Background: an optimization exercise with open tools, aiming at small area and a short achievable clock period. Do not read the settings as production practice.

## 09-05
==> flow/design.v (excerpt) <==
module osiris_id_ex #(
    parameter int XLEN = osiris_pkg::XLEN_DEF
) (
    input  logic            i_clk,
    input  logic            i_rst_n,
    input  logic            i_valid,
    input  logic [31:0]     i_instr,
    input  logic [XLEN-1:0] i_pc,
    input  logic [XLEN-1:0] i_rs1_data,
    input  logic [XLEN-1:0] i_rs2_data,
    output logic            o_ex_valid,
    output logic [XLEN-1:0] o_ex_alu_result,
    output logic [XLEN-1:0] o_ex_pc_plus4,
    output logic [XLEN-1:0] o_ex_store_data,
    output logic [4:0]      o_ex_rd,
    output logic            o_ex_reg_write,
    output logic            o_ex_mem_write,
    output logic [1:0]      o_ex_result_src,
    output logic            o_ex_fence,
    output logic            o_pc_src,
    output logic [XLEN-1:0] o_pc_target
);
For scale: about 1,600 cells after synthesis, roughly 250 flip-flops, roughly 270 I/O pins, roughly 14,000 um2 of cells after synthesis.
==> module ex_stage, before the edit <==
module ex_stage (
    input  logic [31:0] i_a,
    input  logic [31:0] i_b,        
    input  logic [2:0]  i_fn,
    input  logic        i_sub,
    input  logic        i_sra,
    input  logic        i_clr0,
    input  logic [31:0] i_pc,
    output logic [31:0] o_result,
    output logic [31:0] o_pc_plus4
);
    logic [32:0] sum;
    logic        lt_s, lt_u;
    logic [31:0] sh_out, sh_rev;
    logic [32:0] sh_ext;
    assign sum  = {1'b0, i_a} + {1'b0, i_b} + {32'd0, i_sub};
    assign lt_u = ~sum[32];
    assign lt_s = (i_a[31] == i_b[31]) ? i_a[31] : sum[31];
    assign sh_ext = $signed({i_sra & i_fn[2] & i_a[31], i_a}) >>> i_b[4:0];
    assign sh_out = sh_ext[31:0];
    for (genvar i = 0; i < 32; i++) begin : g_rev
        assign sh_rev[i] = sh_out[31-i];
    end
    always_comb begin
        case (i_fn)
            3'b000:  o_result = {sum[31:1], sum[0] & ~i_clr0};
            3'b001:  o_result = sh_rev;
            3'b010:  o_result = {31'd0, lt_s};
            3'b011:  o_result = {31'd0, lt_u};
            3'b100:  o_result = i_a ^ i_b;
            3'b101:  o_result = sh_out;
            3'b110:  o_result = i_a | i_b;
            default: o_result = i_a & i_b;
        endcase
    end
    logic [31:2] inc_c;
    assign inc_c[2] = 1'b1;
    for (genvar i = 3; i < 32; i++) begin : g_inc
        assign inc_c[i] = &i_pc[i-1:2];
    end
    assign o_pc_plus4 = {i_pc[31:2] ^ inc_c, i_pc[1:0]};
endmodule
==> flow/config.mk <==
export PLATFORM = sky130hd
export DESIGN_NAME = osiris_id_ex
export DESIGN_NICKNAME = osiris_id_ex
export VERILOG_FILES = /design/flow/design.v
export SDC_FILE = /design/flow/constraint.sdc
export NUM_CORES = 4
export LEC_CHECK = 0
export CAP_MARGIN = 20
export CORE_MARGIN = 2
export CORE_UTILIZATION = 40
export SLEW_MARGIN = 20
==> flow/constraint.sdc <==
create_clock -name core_clock -period 8.5 [get_ports {i_clk}]
set_input_delay 1.7000 -clock core_clock [delete_from_list [all_inputs] [get_ports {i_clk}]]
set_output_delay 1.7000 -clock core_clock [all_outputs]
set_load 0.01 [all_outputs]
standard.sh (not shown) runs the stock make flow with config.mk's settings and CLKGATE_MAP_FILE= SYNTH_SCRIPT=/design/flow/synth_recipe.tcl, a recipe that flattens the netlist after the stock synthesis.
==> flow/flow/run.sh <==
#!/bin/bash
set -euo pipefail
export BUFFER_PORTS_ARGS="-buffer_cell sky130_fd_sc_hd__buf_1"
export CTS_ARGS="-sink_clustering_enable -repair_clock_nets -dont_use_dummy_load -sink_clustering_size 20 -sink_clustering_max_diameter 100 -buf_list {sky130_fd_sc_hd__clkbuf_8 sky130_fd_sc_hd__clkbuf_16}"
export SETUP_SLACK_MARGIN=5.5
bash standard.sh > standard.log 2>&1
09-05 did not stop at any stage, and its layout met the timing, DRC and antenna checks.
## Diff of input files: 07-06 against 09-05
==> flow/design.v, changed modules only <==
module ex_stage (
    input  logic [31:0] i_a,
    input  logic [31:0] i_b,        
    input  logic [2:0]  i_fn,
    input  logic        i_sub,
    input  logic        i_sra,
    input  logic        i_clr0,
    input  logic [31:0] i_pc,
    output logic [31:0] o_result,
    output logic [31:0] o_pc_plus4
);
    logic [32:0] sum;
    logic        lt_s, lt_u;
    logic [31:0] sh_out, sh_rev;
    logic [32:0] sh_ext;
    logic [31:0] p, g;
    logic [31:0] gs [6];
    logic [31:0] ps [6];
    assign p = i_a ^ i_b;
    assign g = i_a & i_b;
    always_comb begin
        gs[0] = g;
        ps[0] = p;
        gs[0][0] = g[0] | (p[0] & i_sub);
        for (int k = 0; k < 5; k++) begin
            gs[k+1] = gs[k];
            ps[k+1] = ps[k];
            for (int i = 0; i < 32; i++) begin
                if (((i >> k) & 1) == 1) begin
                    gs[k+1][i] = gs[k][i] | (ps[k][i] & gs[k][((i >> k) << k) - 1]);
                    ps[k+1][i] = ps[k][i] & ps[k][((i >> k) << k) - 1];
                end
            end
        end
    end
    assign sum = {gs[5][31], p ^ {gs[5][30:0], i_sub}};
    assign lt_u = ~sum[32];
    assign lt_s = (i_a[31] == i_b[31]) ? i_a[31] : sum[31];
    assign sh_ext = $signed({i_sra & i_fn[2] & i_a[31], i_a}) >>> i_b[4:0];
    assign sh_out = sh_ext[31:0];
    for (genvar i = 0; i < 32; i++) begin : g_rev
        assign sh_rev[i] = sh_out[31-i];
    end
    logic f_add, f_sll, f_slt, f_sltu, f_sr, s_p, s_g;
    assign f_add  = (i_fn == 3'b000);
    assign f_sll  = (i_fn == 3'b001);
    assign f_slt  = (i_fn == 3'b010);
    assign f_sltu = (i_fn == 3'b011);
    assign f_sr   = (i_fn == 3'b101);
    assign s_p    = (i_fn == 3'b100) | (i_fn == 3'b110);
    assign s_g    = (i_fn == 3'b110) | (i_fn == 3'b111);
    logic [31:0] sum_m;
    assign sum_m = {sum[31:1], sum[0] & ~i_clr0};
    assign o_result = ({32{f_add}} & sum_m) | ({32{f_sll}} & sh_rev) |
                      ({32{f_sr}} & sh_out) | ({32{s_p}} & p) | ({32{s_g}} & g) |
                      {31'd0, (f_slt & lt_s) | (f_sltu & lt_u)};
    logic [31:2] inc_c;
    assign inc_c[2] = 1'b1;
    for (genvar i = 3; i < 32; i++) begin : g_inc
        assign inc_c[i] = &i_pc[i-1:2];
    end
    assign o_pc_plus4 = {i_pc[31:2] ^ inc_c, i_pc[1:0]};
endmodule
==> comparison <==
From 07-06 to 09-05, number of optimization iterations in the first detailed-route pass did not move at all. Run comparison: 07-06 critical setup path kind reg -> reg; 09-05 critical setup path kind in -> reg. Achievable frequency deteriorates in 07-06 relative to 09-05. 07-06 vs 09-05, delay of the slowest critical-path stage went up by 0.03 ns. The higher xor and xnor area share after synthesis of 07-06 and 09-05 is in 07-06. Lower met1 wire length goes to 07-06 over 09-05. From 07-06 to 09-05, number of sequential storage elements did not move at all. On total number of vias, 09-05 loses to 07-06. Delta(area of combinational cells with multiple inputs, 07-06 - 09-05) < 0.
No functional check of the RTL was part of any run of this note.

==> separate check: timing with driven ports <==
How much do the figures lean on ideal ports? The routed layouts below were timed once more, with nothing changed but the port constraints.
Step 1: set_driving_cell puts a clkbuf_16 on i_clk and a buf_2 on each other input, an assumption about the parent block.
Step 2 adds t to the input delays and takes it off the output delays; t is the mean of the earliest and latest rising clock arrival at the registers after step 1. Input paths then give back, and output paths get back, about the clock's delay inside the block.
Three values: ideal, step 1, step 2; two values: the first two.
| run | t, ns | setup WS [ns] | slew at the worst register clock pin (ns) | worst slew at a driven data input, ns |
|---|---|---|---|---|
| 09-05 | 0.540 | 5.299 / 5.283 / 4.744 | 0.08 / 0.08 | 0.07 |
| 07-06 | 0.543 | 5.026 / 5.026 / 4.757 | 0.09 / 0.09 | 0.07 |
After both steps every run listed still meets setup and hold. For 09-05, which loses most, drivers alone change the setup slack by -0.016 ns; drivers and shift together by -0.555 ns.
